Source: an optimization exercise on an open RTL-to-GDS flow (aim: small area, a short achievable clock period and few clock cycles per item). Production flows keep margins and buffers that such runs may drop.
Function was checked by simulation only, so behaviour that the tests miss may differ from the original.
No activity file was given, so power comes from the tool's default toggle rates.

==> inputs of branch willow <==
Design procedural_wipe_blend, start of the top module:
module procedural_wipe_blend (
   input  logic        clock,
   input  logic        reset,
   input  logic        csr_valid,
   output logic        csr_ready,
   input  logic [2:0]  csr_index,
   input  logic [31:0] csr_data,
   input  logic        req_valid,
   output logic        req_ready,
   input  logic [11:0] req_pixel_x,
   input  logic [11:0] req_pixel_y,
   input  logic [7:0]  req_old_red,
   input  logic [7:0]  req_old_green,
   input  logic [7:0]  req_old_blue,
   input  logic [7:0]  req_new_red,
   input  logic [7:0]  req_new_green,
   input  logic [7:0]  req_new_blue,
   output logic        rsp_valid,
   input  logic        rsp_ready,
   output logic [7:0]  rsp_out_red,
   output logic [7:0]  rsp_out_green,
   output logic [7:0]  rsp_out_blue,
   output logic [8:0]  rsp_mix_weight
);
   assign csr_ready = 1'b1;
   logic [2:0]  cls;
   logic        use_y;
   logic [2:0]  shoh;
   logic [8:0]  r;
   logic [11:0] fw, fh;
   logic [31:0] seed;
   logic [2:0]  dec_cls;
   logic        dec_use_y;
   always_comb begin
      dec_use_y = 1'b0;
      case (csr_data[6:0])
         7'd2:          begin dec_cls = pwb_pkg::CLS_SOFT_LEAD;   dec_use_y = 1'b1; end
         7'd3:          begin dec_cls = pwb_pkg::CLS_SOFT_TRAIL;  dec_use_y = 1'b1; end
  ...
clock: 7.0 ns
lec_check: 0
cap_margin: 20
core_margin: 2
core_utilization: 55
cts_buf_list: sky130_fd_sc_hd__clkbuf_4
cts_cluster_size: 20
setup_slack_margin: 3.0
slew_margin: 20
run.sh (not shown) runs the stock make flow with config.mk's settings and CLKGATE_MAP_FILE= SYNTH_SCRIPT=/design/flow/synth_recipe.tcl, a recipe that flattens the netlist after the stock synthesis.
==> inputs of branch raven, as changes to branch willow <==
--- a/flow/design.v
+++ b/flow/design.v
@@ -268,17 +268,19 @@
       cp  <= cp_n;
       cm  <= cm_n;
       ext <= ext_n;
       fw3 <= fw3_n;
    end
    logic        go;
    logic        rr_q;
    logic        ov;         
-   logic [32:0] od;
+   logic [23:0] oa, ob;      
+   logic        osel;        
+   logic [8:0]  ow;
    assign go        = !ov || rsp_ready;   
    assign req_ready = go && rr_q;
    logic        v0;
    logic [11:0] x0, y0;
    logic [47:0] p0;    
    always_ff @(posedge clock) begin
       if (reset) v0 <= 1'b0;
       else if (go) v0 <= req_valid && rr_q;
@@ -476,37 +478,37 @@
       hp_lo = hs3[7:0] + hc3[7:0];
       hp_c  = {1'b0, hs3[14:0]} + {1'b0, hc3[14:0]};
       hp_h0 = hs3[22:15] + hc3[22:15];
       hp_h1 = hs3[22:15] + hc3[22:15] + 8'd1;
       dsel0 = {1'b0, hp_lo ^ hp_h0} < r;
       dsel1 = {1'b0, hp_lo ^ hp_h1} < r;
       dsel  = hp_c[15] ? dsel1 : dsel0;
    end
-   logic [32:0] xd;
-   logic        xv;
-   always_comb begin
-      xv = is_diss ? v3 : v2;
-      xd = (!is_diss || dsel) ? (is_diss ? {p3[23:0], 9'd256} : {mix[0], mix[1], mix[2], w2})
-                              : {p3[47:24], 9'd0};
-   end
+   logic xv;
+   assign xv = is_diss ? v3 : v2;
    always_ff @(posedge clock) begin
       if (reset)   ov <= 1'b0;
       else if (go) ov <= xv;
    end
    always_ff @(posedge clock) begin
-      if (go) od <= xd;
+      if (go) begin
+         oa   <= is_diss ? p3[23:0] : {mix[0], mix[1], mix[2]};
+         ob   <= p3[47:24];
+         osel <= !is_diss || dsel;
+         ow   <= is_diss ? {dsel, 8'd0} : w2;
+      end
    end
    logic busy_n, needs_n;
    always_comb begin
       busy_n  = restart || (busy && (pend || cnt != 5'd0));
       needs_n = (csr_valid && csr_index == 3'd0) ? (dec_cls != pwb_pkg::CLS_FADE) : needs_eng;
    end
    always_ff @(posedge clock) begin
       if (reset) rr_q <= 1'b0;
       else       rr_q <= !(needs_n && busy_n);
    end
    assign rsp_valid      = ov;
-   assign rsp_out_red    = od[32:25];
-   assign rsp_out_green  = od[24:17];
-   assign rsp_out_blue   = od[16:9];
-   assign rsp_mix_weight = od[8:0];
+   assign rsp_out_red    = osel ? oa[23:16] : ob[23:16];
+   assign rsp_out_green  = osel ? oa[15:8]  : ob[15:8];
+   assign rsp_out_blue   = osel ? oa[7:0]   : ob[7:0];
+   assign rsp_mix_weight = ow;
 endmodule
==> flow/flow/run.sh (new file) <==
#!/bin/bash
# Standard layout (the standard.sh), with the smallest buffer as the
# port buffer and no dummy clock loads.
set -e
echo 'export BUFFER_PORTS_ARGS = -buffer_cell sky130_fd_sc_hd__buf_1' >> config.mk
echo 'export CTS_ARGS = -sink_clustering_enable -repair_clock_nets -sink_clustering_size 25 -buf_list sky130_fd_sc_hd__clkbuf_8 -dont_use_dummy_load' >> config.mk
bash standard.sh > standard.log 2>&1
==> flow/standard.sh (new file) <==
#!/bin/bash
# synth_recipe.tcl (not shown) runs the flow's synth.tcl, then flattens the netlist and writes it again
# the make line also repeats each setting of config.mk as NAME=value (left out here)
make -C /OpenROAD-flow-scripts/flow DESIGN_CONFIG=/design/flow/config.mk WORK_HOME=/design/flow/orfs CLKGATE_MAP_FILE= SYNTH_SCRIPT=/design/flow/synth_recipe.tcl "${@:-finish}"
Settings changed: BUFFER_PORTS_ARGS from default to -buffer_cell sky130_fd_sc_hd__buf_1, CORE_UTILIZATION 55 to 75, CTS_ARGS from default to -sink_clustering_enable -repair_clock_nets -sink_clustering_size 25 -buf_list sky130_fd_sc_hd__clkbuf_8 -dont_use_dummy_load, CTS_BUF_LIST sky130_fd_sc_hd__clkbuf_4 to sky130_fd_sc_hd__clkbuf_8, CTS_CLUSTER_SIZE 20 to 25, SETUP_SLACK_MARGIN 3.0 to 3.4.
removed: flow/run.sh
==> inputs of branch lagoon, as changes to branch willow <==
--- a/flow/design.v
+++ b/flow/design.v
@@ -39,61 +39,61 @@
       case (cls)
          pwb_pkg::CLS_SOFT_LEAD:  use_p = 1'b1;
          pwb_pkg::CLS_SPLIT_OPEN: use_p = !xge;
          pwb_pkg::CLS_SPLIT_CLOSE: use_p = xge;
          default:                 use_p = 1'b0;
       endcase
       t = use_p ? tp : tm;
       if (t <= 0)        w_soft = 9'd0;
-      else if (t >= 255) w_soft = 9'h1ff;
+      else if (t >= 255) w_soft = 9'd256;
       else               w_soft = 9'(t);
       if (t <= 0)        w_split = 9'd0;
-      else if (t >= 127) w_split = 9'h1ff;
+      else if (t >= 127) w_split = 9'd256;
       else               w_split = {t[7:0], 1'b0} + {8'd0, (t >= 64)};
       dhalf = shoh[0] ? 6'd32 : (shoh[1] ? 6'd16 : 6'd8);
       lmask = shoh[0] ? 5'd31 : (shoh[1] ? 5'd15 : 5'd7);
       xt    = shoh[0] ? x[5] : (shoh[1] ? x[4] : x[3]);
       yt    = shoh[0] ? y[5] : (shoh[1] ? y[4] : y[3]);
       xl    = x[4:0] & lmask;
       yl    = y[4:0] & lmask;
       dax   = xt ? {1'b0, xl} : dhalf - {1'b0, xl};
       day   = yt ? {1'b0, yl} : dhalf - {1'b0, yl};
       drhs  = $signed({3'b000, day}) + $signed({ext[7], ext});
       w_diam = ($signed({3'b000, dax}) < drhs) ? dw : 9'd0;
       case (cls)
          pwb_pkg::CLS_SOFT_LEAD, pwb_pkg::CLS_SOFT_TRAIL:   w = w_soft;
          pwb_pkg::CLS_SPLIT_OPEN, pwb_pkg::CLS_SPLIT_CLOSE: w = w_split;
          pwb_pkg::CLS_DIAMOND:                              w = w_diam;
-         default:                                           w = {r[8], r[7:0] | {8{r[8]}}};
+         default:                                           w = r;
       endcase
    end
 endmodule
 module pwb_blend_cs (
    input  logic [7:0]  old_c,
    input  logic [7:0]  new_c,
-   input  logic [8:0]  sel,     
+   input  logic [8:0]  w,
    output logic [15:0] s,
    output logic [15:0] c
 );
    logic [8:0][15:0] row;
    logic [5:0][15:0] a1;
    logic [3:0][15:0] a2;
    logic [2:0][15:0] a3;
    function automatic logic [31:0] csa(input logic [15:0] x, input logic [15:0] y,
                                        input logic [15:0] z);
       logic [15:0] sm, cy;
       sm = x ^ y ^ z;
       cy = ((x & y) | (x & z) | (y & z)) << 1;
       csa = {sm, cy};
    endfunction
    always_comb begin
-      row[8] = {8'd0, (sel[8] ? new_c : old_c)};
+      row[8] = {8'd0, (w[8] ? new_c : old_c)};
       for (int i = 0; i < 8; i++) begin
-         row[i] = {8'd0, (sel[i] ? new_c : old_c)} << i;
+         row[i] = {8'd0, ((w[i] | w[8]) ? new_c : old_c)} << i;
       end
       {a1[0], a1[1]} = csa(row[8], row[0], row[1]);
       {a1[2], a1[3]} = csa(row[2], row[3], row[4]);
       {a1[4], a1[5]} = csa(row[5], row[6], row[7]);
       {a2[0], a2[1]} = csa(a1[0], a1[1], a1[2]);
       {a2[2], a2[3]} = csa(a1[3], a1[4], a1[5]);
       {a3[0], a3[1]} = csa(a2[0], a2[1], a2[2]);
       a3[2] = a2[3];
@@ -175,17 +175,17 @@
    logic        restart, start_diss;
    logic        busy;
    logic [4:0]  cnt;
    logic [31:0] acc;
    logic [10:0] hw;
    logic [12:0] base;
    logic [8:0]  factor;
    logic        mbit;
-   logic [12:0] base_q;
+   logic [31:0] opnd;
    assign hw = fw[11:1];
    assign is_soft = (cls == pwb_pkg::CLS_SOFT_LEAD) || (cls == pwb_pkg::CLS_SOFT_TRAIL) ||
                     (cls == pwb_pkg::CLS_SPLIT_OPEN) || (cls == pwb_pkg::CLS_SPLIT_CLOSE);
    assign is_diss = (cls == pwb_pkg::CLS_DISSOLVE);
    assign is_diam = (cls == pwb_pkg::CLS_DIAMOND);
    assign needs_eng = is_soft || is_diss || is_diam;
    always_comb begin
       restart = 1'b0;
@@ -199,50 +199,53 @@
             default: restart = 1'b0;
          endcase
       end
       start_diss = (csr_index == 3'd0) ? (dec_cls == pwb_pkg::CLS_DISSOLVE) : is_diss;
       if (cls == pwb_pkg::CLS_SPLIT_OPEN || cls == pwb_pkg::CLS_SPLIT_CLOSE) base = {2'b00, hw} + 13'd127;
       else if (use_y)                                       base = {1'b0, fh} + 13'd255;
       else                                                  base = {1'b0, fw} + 13'd255;
       factor = (cls == pwb_pkg::CLS_SOFT_TRAIL || cls == pwb_pkg::CLS_SPLIT_CLOSE) ? r : (9'd256 - r);
+      if (is_diss)      opnd = seed;
+      else if (is_diam) opnd = {23'd0, r};
+      else              opnd = {19'd0, base};
    end
    logic [4:0]  cnt_n;
-   logic        pend, ms_q, mb_q;
+   logic        pend, mbit_q;
    logic [4:0]  cnt_m;
+   logic [31:0] opnd_q;
    always_comb begin
       if (restart)            cnt_n = start_diss ? 5'd31 : 5'd8;
       else if (busy && !pend) cnt_n = cnt - 5'd1;
       else                    cnt_n = cnt;
       cnt_m = (busy && !pend) ? cnt - 5'd1 : cnt;
       if (is_diss)      mbit = pwb_pkg::HASH_MUL_A[cnt_m];
       else if (is_diam) mbit = r[cnt_m[3:0]];
       else              mbit = factor[cnt_m[3:0]];
    end
    always_ff @(posedge clock) begin
-      ms_q   <= mbit && is_diss;    
-      mb_q   <= mbit && !is_diss;   
-      base_q <= is_diam ? {4'd0, r} : base;
+      mbit_q <= mbit;
+      opnd_q <= opnd;
    end
    always_ff @(posedge clock) begin
       if (reset) begin
          busy <= 1'b0;
          pend <= 1'b0;
          cnt  <= 5'd0;
          acc  <= 32'd0;
       end else begin
          cnt <= cnt_n;
          if (restart) begin
             busy <= 1'b1;
             pend <= 1'b1;
             acc  <= 32'd0;
          end else if (pend) begin
             pend <= 1'b0;
          end else if (busy) begin
-            acc <= {acc[30:0], 1'b0} + (({32{ms_q}} & seed) | {19'd0, {13{mb_q}} & base_q});
+            acc <= {acc[30:0], 1'b0} + (mbit_q ? opnd_q : 32'd0);
             if (cnt == 5'd0) busy <= 1'b0;
          end
       end
    end
    logic [12:0]        edge_v;
    logic [11:0]        hw2;
    logic signed [14:0] cp_n, cm_n, cp, cm;
    logic [10:0]        r3;
@@ -267,20 +270,20 @@
    always_ff @(posedge clock) begin
       cp  <= cp_n;
       cm  <= cm_n;
       ext <= ext_n;
       fw3 <= fw3_n;
    end
    logic        go;
    logic        rr_q;
-   logic        ov;         
-   logic [32:0] od;
-   assign go        = !ov || rsp_ready;   
-   assign req_ready = go && rr_q;
+   logic        ov, kv;     
+   logic [32:0] od, kd;
+   assign go        = !kv;
+   assign req_ready = rr_q;
    logic        v0;
    logic [11:0] x0, y0;
    logic [47:0] p0;    
    always_ff @(posedge clock) begin
       if (reset) v0 <= 1'b0;
       else if (go) v0 <= req_valid && rr_q;
    end
    always_ff @(posedge clock) begin
@@ -344,17 +347,17 @@
       il1[5] = ir[7];
       {il2[0], il2[1]} = csa32(il1[0], il1[1], il1[2]);
       {il2[2], il2[3]} = csa32(il1[3], il1[4], il1[5]);
       {il3[0], il3[1]} = csa32(il2[0], il2[1], il2[2]);
       il3[2] = il2[3];
       {is_n, ic_n} = csa32(il3[0], il3[1], il3[2]);
    end
    logic        v1;
-   logic [8:0]  w1;    
+   logic [8:0]  w1;
    logic [47:0] p1;
    logic [31:0] is1, ic1;
    always_ff @(posedge clock) begin
       if (reset) v1 <= 1'b0;
       else if (go) v1 <= v0;
    end
    always_ff @(posedge clock) begin
       if (go) begin
@@ -365,57 +368,44 @@
       end
    end
    logic [2:0][15:0] bs_n;
    logic [2:0][15:0] bc_n;
    for (genvar ch = 0; ch < 3; ch++) begin : g_blend
       pwb_blend_cs u_bl (
          .old_c (p1[47 - 8*ch -: 8]),
          .new_c (p1[23 - 8*ch -: 8]),
-         .sel   (w1),
+         .w     (w1),
          .s     (bs_n[ch]),
          .c     (bc_n[ch])
       );
    end
    logic [31:0] hv0;
    logic [22:0] h_n;
    always_comb begin
       hv0  = is1 + ic1;
       h_n  = hv0[22:0] ^ {7'd0, hv0[31:16]};
    end
    logic        v2;
    logic [8:0]  w2;
-   logic [5:0][15:0] s2, s2_n;
-   logic [71:0]      dv1, dv2;
    logic [2:0][15:0] bs2;
    logic [2:0][15:0] bc2;
    logic [22:0] h2;
    logic [47:0] p2;
-   always_comb begin
-      dv1 = {1'b0, h_n, p1};
-      for (int k = 0; k < 6; k++) begin
-         if (is_diss) s2_n[k] = {dv1[12*k +: 12], 4'd0};
-         else         s2_n[k] = (k < 3) ? bs_n[k] : bc_n[k - 3];
-      end
-      for (int k = 0; k < 6; k++) dv2[12*k +: 12] = s2[k][15:4];
-      for (int k = 0; k < 3; k++) begin
-         bs2[k] = s2[k];
-         bc2[k] = s2[k + 3];
-      end
-      p2 = dv2[47:0];
-      h2 = dv2[70:48];
-   end
    always_ff @(posedge clock) begin
       if (reset) v2 <= 1'b0;
       else if (go) v2 <= v1;
    end
    always_ff @(posedge clock) begin
       if (go) begin
-         w2  <= {w1[8], w1[7:0] & {8{!w1[8]}}};
-         s2  <= s2_n;
+         w2  <= w1;
+         bs2 <= bs_n;
+         bc2 <= bc_n;
+         h2  <= h_n;
+         p2  <= p1;
       end
    end
    logic [2:0][7:0] mix;
    logic [2:0][15:0] bsum;
    always_comb begin
       for (int ch = 0; ch < 3; ch++) begin
          bsum[ch] = bs2[ch] + bc2[ch];
          mix[ch]  = bsum[ch][15:8];
@@ -477,36 +467,44 @@
       hp_c  = {1'b0, hs3[14:0]} + {1'b0, hc3[14:0]};
       hp_h0 = hs3[22:15] + hc3[22:15];
       hp_h1 = hs3[22:15] + hc3[22:15] + 8'd1;
       dsel0 = {1'b0, hp_lo ^ hp_h0} < r;
       dsel1 = {1'b0, hp_lo ^ hp_h1} < r;
       dsel  = hp_c[15] ? dsel1 : dsel0;
    end
    logic [32:0] xd;
-   logic        xv;
+   logic        xv, ofree, kv_n;
    always_comb begin
       xv = is_diss ? v3 : v2;
       xd = (!is_diss || dsel) ? (is_diss ? {p3[23:0], 9'd256} : {mix[0], mix[1], mix[2], w2})
                               : {p3[47:24], 9'd0};
+      ofree = !ov || rsp_ready;
+      kv_n  = go ? (!ofree && xv) : !ofree;
    end
    always_ff @(posedge clock) begin
-      if (reset)   ov <= 1'b0;
-      else if (go) ov <= xv;
+      if (reset) begin
+         ov <= 1'b0;
+         kv <= 1'b0;
+      end else begin
+         kv <= kv_n;
+         if (ofree) ov <= go ? xv : 1'b1;
+      end
    end
    always_ff @(posedge clock) begin
-      if (go) od <= xd;
+      if (ofree) od <= kv ? kd : xd;
+      if (go && !ofree) kd <= xd;
    end
    logic busy_n, needs_n;
    always_comb begin
       busy_n  = restart || (busy && (pend || cnt != 5'd0));
       needs_n = (csr_valid && csr_index == 3'd0) ? (dec_cls != pwb_pkg::CLS_FADE) : needs_eng;
    end
    always_ff @(posedge clock) begin
       if (reset) rr_q <= 1'b0;
-      else       rr_q <= !(needs_n && busy_n);
+      else       rr_q <= !kv_n && !(needs_n && busy_n);
    end
    assign rsp_valid      = ov;
    assign rsp_out_red    = od[32:25];
    assign rsp_out_green  = od[24:17];
    assign rsp_out_blue   = od[16:9];
    assign rsp_mix_weight = od[8:0];
 endmodule
Settings changed: CTS_BUF_LIST sky130_fd_sc_hd__clkbuf_4 to default, CTS_CLUSTER_SIZE 20 to default.
==> inputs of branch indigo, as changes to branch willow <==
--- a/flow/design.v
+++ b/flow/design.v
@@ -268,17 +268,19 @@
       cp  <= cp_n;
       cm  <= cm_n;
       ext <= ext_n;
       fw3 <= fw3_n;
    end
    logic        go;
    logic        rr_q;
    logic        ov;         
-   logic [32:0] od;
+   logic [23:0] oa, ob;      
+   logic        osel;        
+   logic [8:0]  ow;
    assign go        = !ov || rsp_ready;   
    assign req_ready = go && rr_q;
    logic        v0;
    logic [11:0] x0, y0;
    logic [47:0] p0;    
    always_ff @(posedge clock) begin
       if (reset) v0 <= 1'b0;
       else if (go) v0 <= req_valid && rr_q;
@@ -476,37 +478,37 @@
       hp_lo = hs3[7:0] + hc3[7:0];
       hp_c  = {1'b0, hs3[14:0]} + {1'b0, hc3[14:0]};
       hp_h0 = hs3[22:15] + hc3[22:15];
       hp_h1 = hs3[22:15] + hc3[22:15] + 8'd1;
       dsel0 = {1'b0, hp_lo ^ hp_h0} < r;
       dsel1 = {1'b0, hp_lo ^ hp_h1} < r;
       dsel  = hp_c[15] ? dsel1 : dsel0;
    end
-   logic [32:0] xd;
-   logic        xv;
-   always_comb begin
-      xv = is_diss ? v3 : v2;
-      xd = (!is_diss || dsel) ? (is_diss ? {p3[23:0], 9'd256} : {mix[0], mix[1], mix[2], w2})
-                              : {p3[47:24], 9'd0};
-   end
+   logic xv;
+   assign xv = is_diss ? v3 : v2;
    always_ff @(posedge clock) begin
       if (reset)   ov <= 1'b0;
       else if (go) ov <= xv;
    end
    always_ff @(posedge clock) begin
-      if (go) od <= xd;
+      if (go) begin
+         oa   <= is_diss ? p3[23:0] : {mix[0], mix[1], mix[2]};
+         ob   <= p3[47:24];
+         osel <= !is_diss || dsel;
+         ow   <= is_diss ? {dsel, 8'd0} : w2;
+      end
    end
    logic busy_n, needs_n;
    always_comb begin
       busy_n  = restart || (busy && (pend || cnt != 5'd0));
       needs_n = (csr_valid && csr_index == 3'd0) ? (dec_cls != pwb_pkg::CLS_FADE) : needs_eng;
    end
    always_ff @(posedge clock) begin
       if (reset) rr_q <= 1'b0;
       else       rr_q <= !(needs_n && busy_n);
    end
    assign rsp_valid      = ov;
-   assign rsp_out_red    = od[32:25];
-   assign rsp_out_green  = od[24:17];
-   assign rsp_out_blue   = od[16:9];
-   assign rsp_mix_weight = od[8:0];
+   assign rsp_out_red    = osel ? oa[23:16] : ob[23:16];
+   assign rsp_out_green  = osel ? oa[15:8]  : ob[15:8];
+   assign rsp_out_blue   = osel ? oa[7:0]   : ob[7:0];
+   assign rsp_mix_weight = ow;
 endmodule
==> flow/flow/run.sh (new file) <==
#!/bin/bash
# Standard layout (the standard.sh), with the smallest buffer as the
# port buffer.
set -e
echo 'export BUFFER_PORTS_ARGS = -buffer_cell sky130_fd_sc_hd__buf_1' >> config.mk
bash standard.sh > standard.log 2>&1
==> flow/standard.sh (new file) <==
#!/bin/bash
# synth_recipe.tcl (not shown) runs the flow's synth.tcl, then flattens the netlist and writes it again
# the make line also repeats each setting of config.mk as NAME=value (left out here)
make -C /OpenROAD-flow-scripts/flow DESIGN_CONFIG=/design/flow/config.mk WORK_HOME=/design/flow/orfs CLKGATE_MAP_FILE= SYNTH_SCRIPT=/design/flow/synth_recipe.tcl "${@:-finish}"
Settings changed: BUFFER_PORTS_ARGS from default to -buffer_cell sky130_fd_sc_hd__buf_1, CTS_BUF_LIST sky130_fd_sc_hd__clkbuf_4 to sky130_fd_sc_hd__clkbuf_8, CTS_CLUSTER_SIZE 20 to 25, SETUP_SLACK_MARGIN 3.0 to 3.2.
removed: flow/run.sh
==> run notes <==
Total inserted antenna cells: branch willow 9; branch indigo 2; branch lagoon 1; branch raven 2
Clock insertion delay at the later pin of the skew report: branch willow 1.02 ns; branch indigo 0.74 ns; branch lagoon 0.64 ns; branch raven 0.73 ns
Layout area overhead: branch willow 12.7%; branch indigo 10.6%; branch lagoon 13.9%; branch raven 10.6%
Total number of cells along the worst setup path: branch willow 16; branch indigo 10; branch lagoon 19; branch raven 8
Non-Filler Instances: branch willow 5479; branch indigo 5503; branch lagoon 5384; branch raven 5201
Launching point of the worst reg2reg path: branch willow hc3[15]; branch indigo w1[8]; branch lagoon hs3[15]; branch raven s2[73]
Core ar.: branch willow 77200 um^2; branch indigo 78900 um^2; branch lagoon 83300 um^2; branch raven 57700 um^2
Power attributed to sequential cells: branch willow 5480 uW; branch indigo 5630 uW; branch lagoon 6540 uW; branch raven 5730 uW
Total nets after synthesis: branch willow 4888; branch indigo 4998; branch lagoon 4873; branch raven 4998
Tap cell count: branch willow 1040; branch indigo 1050; branch lagoon 1080; branch raven 765
Endpoint of the most critical setup path: branch willow od[29]; branch indigo s2[22]; branch lagoon od[18]; branch raven hs3[13]
Data required time at the worst endpoint: branch willow 7.73 ns; branch indigo 7.42 ns; branch lagoon 7.38 ns; branch raven 7.45 ns
Multi-input logic portion of the cell area: branch willow 0.534; branch indigo 0.537; branch lagoon 0.489; branch raven 0.543
Peak ir drop on the vdd network: branch willow 610 uV; branch indigo 417 uV; branch lagoon 592 uV; branch raven 586 uV
Transition at the pin with the smallest max-transition slack: branch willow 0.944 ns; branch indigo 1.04 ns; branch lagoon 1.04 ns; branch raven 1.08 ns
Fraction of the mapped netlist area in adder cells: branch willow 0.255; branch indigo 0.249; branch lagoon 0.237; branch raven 0.249
Status: branch willow no timing/DRC/antenna violations; branch indigo no timing/DRC/antenna violations; branch lagoon no timing/DRC/antenna violations; branch raven no timing/DRC/antenna violations
Worst Hold Margin: branch willow 0.388 ns; branch indigo 0.392 ns; branch lagoon 0.417 ns; branch raven 0.395 ns
Post-Syn Area: branch willow 42700 um^2; branch indigo 43800 um^2; branch lagoon 46000 um^2; branch raven 43800 um^2
Met3 track utilization from global routing: branch willow 0.0426; branch indigo 0.0364; branch lagoon 0.0433; branch raven 0.0831
Clock transition at the registers of the reported paths: branch willow 0.07 ns; branch indigo 0.06 ns; branch lagoon 0.06 ns; branch raven 0.11 ns
Testbench counts of branch willow, summed over its fixed seeds: cycles 17,177, items 16,384.
Testbench counts of branch raven, summed over its fixed seeds: cycles 17,177, items 16,384.
Testbench counts of branch lagoon, summed over its fixed seeds: cycles 17,177, items 16,384.
Testbench counts of branch indigo, summed over its fixed seeds: cycles 17,177, items 16,384.

## port drivers added, routing unchanged
The results above use ideal ports. As a check the final layouts listed here were re-extracted and re-timed, cells and wires unchanged. Step 1 sets driving cells, clkbuf_16 on the clock port and buf_2 on the other inputs (assumed; they add their load-dependent delay and slew). Step 2 adds t to the input delays and takes it off the output delays; t is the mean of the earliest and latest rising clock arrival at the registers after step 1. Input paths then give back, and output paths get back, about the clock's delay inside the block. Slacks: ideal ports / drivers / drivers and shift; pairs: ideal ports / drivers.
run	shift t [ns]	setup WS [ns]	worst hold slack (ns)	worst register clock-pin slew, ns	pins driven straight from the clock port
branch willow	1.054	3.032 / 3.032 / 2.957	0.388 / 0.388 / 0.388	0.08 / 0.08	1
branch raven	0.756	2.891 / 2.891 / 2.891	0.395 / 0.395 / 0.395	0.11 / 0.11	1
branch lagoon	0.692	2.785 / 2.785 / 2.549	0.417 / 0.417 / 0.417	0.07 / 0.07	1
branch indigo	0.784	3.277 / 3.277 / 3.277	0.392 / 0.392 / 0.392	0.07 / 0.07	1
After both steps setup and hold are still met in every run listed. The setup slack of branch lagoon, which loses most, moves by 0.000 ns with the drivers and by -0.236 ns with both steps.
